What follows belongs to an exercise in optimizing a design on an open flow for small area; a production flow would make more cautious choices.
Function not checked in this run: the RTL went through the layout flow alone.
Power is estimated from default activity; no workload was simulated.

===== flow/design.v =====
module gpio_mux_ctrl #(
   parameter int          NUM_TEAMS    = 12,
   parameter int          NUM_PINS     = 34,
   parameter logic [31:0] BASE_ADDR    = 32'h3000_0000,
   parameter int          BLANK_CYCLES = 4
) (
   input  logic                          wb_clk_i,
   input  logic                          wb_rst_ni,
   input  logic                          wbs_stb_i,
   input  logic                          wbs_cyc_i,
   input  logic                          wbs_we_i,
   input  logic [3:0]                    wbs_sel_i,
   input  logic [31:0]                   wbs_dat_i,
   input  logic [31:0]                   wbs_adr_i,
   output logic                          wbs_ack_o,
   output logic [31:0]                   wbs_dat_o,
   input  logic [NUM_TEAMS*NUM_PINS-1:0] designs_gpio_out,
   input  logic [NUM_TEAMS*NUM_PINS-1:0] designs_gpio_oeb,
   output logic [NUM_PINS-1:0]           gpio_out,
   output logic [NUM_PINS-1:0]           gpio_oeb,
   output logic                          busy_o
);
   localparam int NUM_WORDS = (NUM_PINS + 3) / 4;
   localparam logic [5:0] CTRL_WORD = 6'h20;
   function automatic logic [3:0] enc(input logic [7:0] v);
      logic lowgrp;
      if (v > 8'd12) begin
         enc = 4'd0;
      end else begin
         lowgrp = (v[3:2] == 2'b00) & (v[1:0] != 2'b00);
         enc = {v[3] | lowgrp, v[2] | lowgrp, v[1:0]};
      end
   endfunction
   function automatic logic [3:0] dec(input logic [3:0] c);
      if ((c[3:2] == 2'b11) && (c[1:0] != 2'b00)) begin
         dec = {2'b00, c[1:0]};
      end else begin
         dec = c;
      end
   endfunction
   logic [2:0]                cnt_r;
   logic [NUM_PINS-1:0]       blank_r;
   logic [NUM_PINS-1:0][3:0]  shadow_r;
   logic [NUM_PINS-1:0][3:0]  active_r;
   logic                      ack_r;
   logic [3:0][3:0]           dat_r;
   logic                      req_s;
   logic                      hit_s;
   logic [5:0]                word_s;
   logic                      wr_s;
   logic                      busy_s;
   logic                      commit_s;
   logic [NUM_PINS-1:0]       diff_s;
   logic [3:0][3:0]           wcode_s;
   logic [NUM_WORDS*4-1:0][3:0] shadow_pad_s;
   logic [3:0][3:0]           rcode_s;
   logic [3:0][3:0]           rd_s;
   assign req_s    = wbs_stb_i & wbs_cyc_i & ~ack_r;
   assign hit_s    = (wbs_adr_i[31:8] == BASE_ADDR[31:8]);
   assign word_s   = wbs_adr_i[7:2];
   assign wr_s     = req_s & wbs_we_i & hit_s;
   assign busy_s   = (cnt_r != 3'd0);
   assign commit_s = wr_s & (word_s == CTRL_WORD) & wbs_sel_i[0] & wbs_dat_i[0] & ~busy_s;
   for (genvar b = 0; b < 4; b++) begin : g_lane
      assign wcode_s[b] = enc(wbs_dat_i[8*b +: 8]);
   end
   for (genvar p = 0; p < NUM_PINS; p++) begin : g_pin
      localparam int         BYTE = p % 4;
      localparam logic [5:0] WORD = 6'(p / 4);
      logic [1:0] hi, lo;
      logic       s1, s2, s3;
      logic       o1, o2, o3, e1, e2, e3;
      logic [3:0] o1v, o2v, o3v, e1v, e2v, e3v;
      always_ff @(posedge wb_clk_i or negedge wb_rst_ni) begin
         if (!wb_rst_ni) begin
            shadow_r[p] <= 4'd0;
         end else if (wr_s && (word_s == WORD) && wbs_sel_i[BYTE]) begin
            shadow_r[p] <= wcode_s[BYTE];
         end
      end
      assign diff_s[p] = (shadow_r[p] != active_r[p]);
      assign shadow_pad_s[p] = shadow_r[p];
      assign hi = active_r[p][3:2];
      assign lo = active_r[p][1:0];
      assign s1 = (hi == 2'd1) & ~blank_r[p];
      assign s2 = (hi == 2'd2) & ~blank_r[p];
      assign s3 = (hi == 2'd3) & ~blank_r[p];
      for (genvar l = 0; l < 4; l++) begin : g_lo
         localparam int T1 = 3 + l;
         localparam int T2 = 7 + l;
         localparam int T3 = (l == 0) ? 11 : l - 1;
         assign o1v[l] = designs_gpio_out[T1*NUM_PINS + p];
         assign o2v[l] = designs_gpio_out[T2*NUM_PINS + p];
         assign o3v[l] = designs_gpio_out[T3*NUM_PINS + p];
         assign e1v[l] = designs_gpio_oeb[T1*NUM_PINS + p];
         assign e2v[l] = designs_gpio_oeb[T2*NUM_PINS + p];
         assign e3v[l] = designs_gpio_oeb[T3*NUM_PINS + p];
      end
      assign o1 = o1v[lo];
      assign o2 = o2v[lo];
      assign o3 = o3v[lo];
      assign e1 = e1v[lo];
      assign e2 = e2v[lo];
      assign e3 = e3v[lo];
      assign gpio_out[p] = (s1 & o1) | (s2 & o2) | (s3 & o3);
      assign gpio_oeb[p] = ~(s1 | s2 | s3) | (s1 & e1) | (s2 & e2) | (s3 & e3);
   end
   for (genvar p = NUM_PINS; p < NUM_WORDS*4; p++) begin : g_pad
      assign shadow_pad_s[p] = 4'd0;
   end
   always_comb begin
      rcode_s = '0;
      for (int k = 0; k < NUM_WORDS; k++) begin
         if (word_s == 6'(k)) begin
            rcode_s = {shadow_pad_s[4*k+3], shadow_pad_s[4*k+2],
                       shadow_pad_s[4*k+1], shadow_pad_s[4*k]};
         end
      end
      for (int b = 0; b < 4; b++) begin
         rd_s[b] = dec(rcode_s[b]);
      end
      if (!hit_s) begin
         rd_s = '0;
      end else if (word_s == CTRL_WORD) begin
         rd_s = {12'd0, 1'b0, 1'b0, busy_s, 1'b0};
      end
   end
   always_ff @(posedge wb_clk_i or negedge wb_rst_ni) begin
      if (!wb_rst_ni) begin
         ack_r <= 1'b0;
         dat_r <= '0;
      end else begin
         ack_r <= req_s;
         dat_r <= req_s ? rd_s : '0;
      end
   end
   always_ff @(posedge wb_clk_i or negedge wb_rst_ni) begin
      if (!wb_rst_ni) begin
         cnt_r    <= 3'd0;
         blank_r  <= '0;
         active_r <= '0;
      end else begin
         if (commit_s) begin
            active_r <= shadow_r;
            blank_r  <= diff_s;
            cnt_r    <= (|diff_s) ? 3'(BLANK_CYCLES + 1) : 3'd1;
         end else if (busy_s) begin
            cnt_r <= cnt_r - 3'd1;
            if (cnt_r == 3'd1) begin
               blank_r <= '0;
            end
         end
      end
   end
   for (genvar b = 0; b < 4; b++) begin : g_dat
      assign wbs_dat_o[8*b +: 8] = {4'd0, dat_r[b]};
   end
   assign wbs_ack_o = ack_r;
   assign busy_o    = busy_s;
endmodule

===== flow/flow/run.sh =====
#!/bin/bash
# Standard ORFS layout, except that the port buffers are the smallest buffer
# (buf_1) instead of the one buffer_ports picks by default.
set -euo pipefail
bash standard.sh 'BUFFER_PORTS_ARGS=-buffer_cell sky130_fd_sc_hd__buf_1' finish > flow_make.log 2>&1

===== flow/standard.sh =====
#!/bin/bash
# synth_recipe.tcl (not shown) runs the flow's synth.tcl, then flattens the netlist and writes it again
# the make line also repeats each setting of config.mk as NAME=value (left out here)
make -C /OpenROAD-flow-scripts/flow DESIGN_CONFIG=/design/flow/config.mk WORK_HOME=/design/flow/orfs CLKGATE_MAP_FILE= SYNTH_SCRIPT=/design/flow/synth_recipe.tcl "${@:-finish}"

===== flow/config.mk =====
export PLATFORM = sky130hd
export DESIGN_NAME = gpio_mux_ctrl
export DESIGN_NICKNAME = gpio_mux_ctrl
export VERILOG_FILES = /design/flow/design.v
export SDC_FILE = /design/flow/constraint.sdc
export NUM_CORES = 4
export LEC_CHECK = 0
export CAP_MARGIN = 20
export CORE_AREA = 10 10 350 350
export DIE_AREA = 0 0 360 360
export SLEW_MARGIN = 20

===== flow/constraint.sdc =====
create_clock -name core_clock -period 7.0 [get_ports {wb_clk_i}]
set_input_delay 1.4000 -clock core_clock [delete_from_list [all_inputs] [get_ports {wb_clk_i}]]
set_output_delay 1.4000 -clock core_clock [all_outputs]
set_load 0.01 [all_outputs]

==> results.yml <==
run_status:
  outcome: "no timing/DRC/antenna violations"
synthesis:
  synth_area_leaders: "dfrtp_1, mux4_2, nand2_1"
  synth.largest_area_cell: "dfrtp_1"
  synth-seq-cells: 326
  yosysMostFrequentCell: "nand2_1"
  ys_warn_count: 1
  synth-async-reset-ratio_pct: 100.0
  syn_inst: 2228
  avgSynthCellArea_um2: 9.918
  synthTopCellsByCount: "nand2_1, dfrtp_1, mux4_2"
  syn_area_um2: 22100
  synth_flop_cell: "dfrtp_1"
  synth_edf_count: 0
  synth_cell_type_count: 67
  yosysTopAreaCellShare_pct: 36.92
  yosysSeqAreaShare_pct: 36.92
setup_path:
  worstPathArrival_ns: 4.69
  rrSetupSlack_ns: 3.85
  crit_path_end_kind: "flip-flop"
  crit_slowest_cell: "or4b_1"
  critical_path_class: "input pin to flip-flop"
  worst-path-buf-inv: 1
  critical_path_required_ns: 7.43
  start_kind: "input pin"
  worstPathMaxFanout: 17
  cp_top_family: "simple AND/OR/NAND/NOR gates"
  critPathMaxStageDelay_ns: 0.87
  path_cells: "buf_1 -> or4b_1 -> nor2_2 -> a221oi_1 -> o32ai_1 -> nand2_1 -> a211oi_1"
clocking:
  clock-sinks: 326
  cts_hold_buffers: 0
  h-tree-depth: 2
  clockRootBuffer: "clkbuf_16"
  post_cts_buffers: 0
  clk_path_buf_depth: 3
  clkTransAtPathRegs_ns: 0.06
  clock_latency_ns: 0.55
  cts_resized: 0
  numCtsBuffers: 37
  cts_tree: "built"
detailed_routing:
  drc_errors: 0
  totalWireLength_um: 113800
  via_per_inst: 4.564
  final_antenna_net_count: 0
  drtIter0Drc: 1343
  dr.pass1.iters: 8
  post_drt_wl_per_cell_um: 24.50
  via_count: 21195
layout:
  drive_gt1_share_pct: 13.21
  ff_latch_area_um2: 8158
  n_fill_cell: 12485
  design_area_um2: 28380
  multi_input_area_um2: 13160
  final_util_pct: 24.78
  nNetsFinal: 3992
  area_growth_pct: 28.43
timing:
  hold_viol_final: 0
  period_needed_ns: 4.260
  fin_hold_ws_ns: 0.4998
  finalSetupTns_ns: 0
  setup_violations: 0
  worstMarginPinSlew_ns: 1.227
  finalCritPeriodShare_pct: 60.86
  rsz0062_at_grt: "false"
  slew_headroom_pct: 18.09
  finClkSkew_ns: 0.03127
  fmax_ghz: 0.2348
  timing.final.ws_setup_ns: 2.740
  slew_violations: 0
die:
  die_w_um: 360
  core-area_um2: 114500
  start_util_pct: 19.30
  ios: 991
  placementRows: 124
  die_y_um: 360
  die_area_um2: 129600
global_routing:
  antenna_found_initial: 12
  grt_pass1_wl_um: 160900
  grt_pass1_vias: 22414
  grt_max_degree: 156
  grt.overflow.total: 0
  grt_use_total_pct: 16.74
job:
  cap_violations: 0
pwr:
  leakage_nw: 11.52
  power.density_nw_per_um2: 152.4
  irDropWorstVdd_mv: 0.1461
placed_design:
  dpl-instance-area_um2: 27100
  hpwl_um: 96230
  place_ws_ns: 1.979
  port_buffers: 972
  gp_congestion: 0.9412
hold_path:
  hold_class: "flip-flop to flip-flop"
## power breakdown
part / total [mW] / internal, mW / switching [mW] / leakage, nW
clock network: 2.01 / 1.16 / 0.850 / 0.607
logic: 0.426 / 0.214 / 0.212 / 6.35
registers: 1.88 / 1.88 / 0.000397 / 4.56
## routing by layer
metal | track usage, % | wire length (um)
met1 | 20.88 | 48730
met2 | 29.86 | 56930
met3 | 2.560 | 5254
met4 | 4.254 | 2810
met5 | 0 | 27
## metrics by stage
| stage | instances | power (mW) |
|---|---|---|
| 4_1_cts | 4639 | 4.385 |
| 3_3_place_gp | 4573 | 2.337 |
| 3_5_place_dp | 4573 | 2.347 |
| 6_report | 4644 | 4.326 |
| 2_1_floorplan | 2243 | 2.064 |
| 5_1_grt | 4640 | 4.496 |
## kinds of logic after synthesis
group | after synthesis | share of synthesized area, %
multiplexers | 295 | 25.24
XOR/XNOR | 136 | 5.391
flip-flops | 326 | 36.92
buffers and inverters | 189 | 4.371
AO/OA/AOI/OAI | 349 | 9.275
AND/OR/NAND/NOR | 929 | 18.62
adder cells (fa/ha/maj) | 3 | 0.1699
other | 1 | 0.01697
## path summary, 6_finish.rpt
kind | depth (start not counted) | startpoint | end
worst max-delay path | 7 | wbs_adr_i[4] | dat_r[15]
worst min-delay path | 2 | cnt_r[1] | cnt_r[1]
worst max register to register | 8 | cnt_r[0] | blank_r[1]
worst min register to register | 2 | cnt_r[1] | cnt_r[1]
max in group asynchronous | 2 | wb_rst_ni | active_r[30]
min in group asynchronous | 1 | wb_rst_ni | blank_r[30]
## worst min-delay path, stage by stage, from the launching register on
cell	delay, ns
dfrtp_1	0.34
nand2_1	0.05
o21ai_0	0.07
## registers in the layout (all words and copies together) (netlist names)
name      cells
ack_r         1
active_r    136
blank_r      34
cnt_r         3
dat_r        16
shadow_r    136
## area by class of cell
type | count | area share [%]
Inverter | 9 | 0.1190
Antenna cell | 5 | 0.04409
Clock buffer | 49 | 3.779
Clock inverter | 17 | 0.6305
Multi-Input combinational cell | 1728 | 46.36
Tap cell | 1512 | 6.667
Timing Repair Buffer | 998 | 13.65
Sequential cell | 326 | 28.75
## cells in the final DEF, fill, tap and decap left out, drive strengths merged, types with 5 or more instances in the layout
cell,n
dfrtp,326
o21ai,183
a21boi,5
clkinv,8
a21oi,85
nand3,40
o221ai,5
or2,36
xor2,136
inv,12
a221oi,9
nor3b,35
conb,16
o2bb2ai,11
nor2,93
o311ai,9
a221o,7
diode,5
nand2,634
mux2i,52
o21a,5
nand4,9
mux4,206
clkbuf,51
mux2,37
a22oi,6
nor4,48
buf,996
nor3,9

[re-timing with driven ports]
Ports are ideal in the flow. The routed layout listed here was re-timed in OpenROAD.
Step 1 sets driving cells, clkbuf_16 on the clock port and buf_2 on the other inputs (assumed; they add their load-dependent delay and slew).
Step 2 adds t to the input delays and takes it off the output delays; t is the mean of the earliest and latest rising clock arrival at the registers after step 1. Input paths then give back, and output paths get back, about the clock's delay inside the block.
Three values: ideal, step 1, step 2; two values: the first two.
t (ns): 0.605
slack for setup (ns): 2.740 / 2.633 / 2.028
worst setup path at the end: input to register
latest minus earliest clock arrival (ns): 0.032 / 0.032
After both steps setup and hold are still met in this run. The setup slack of this run moves by -0.107 ns with the drivers and by -0.712 ns with both steps.
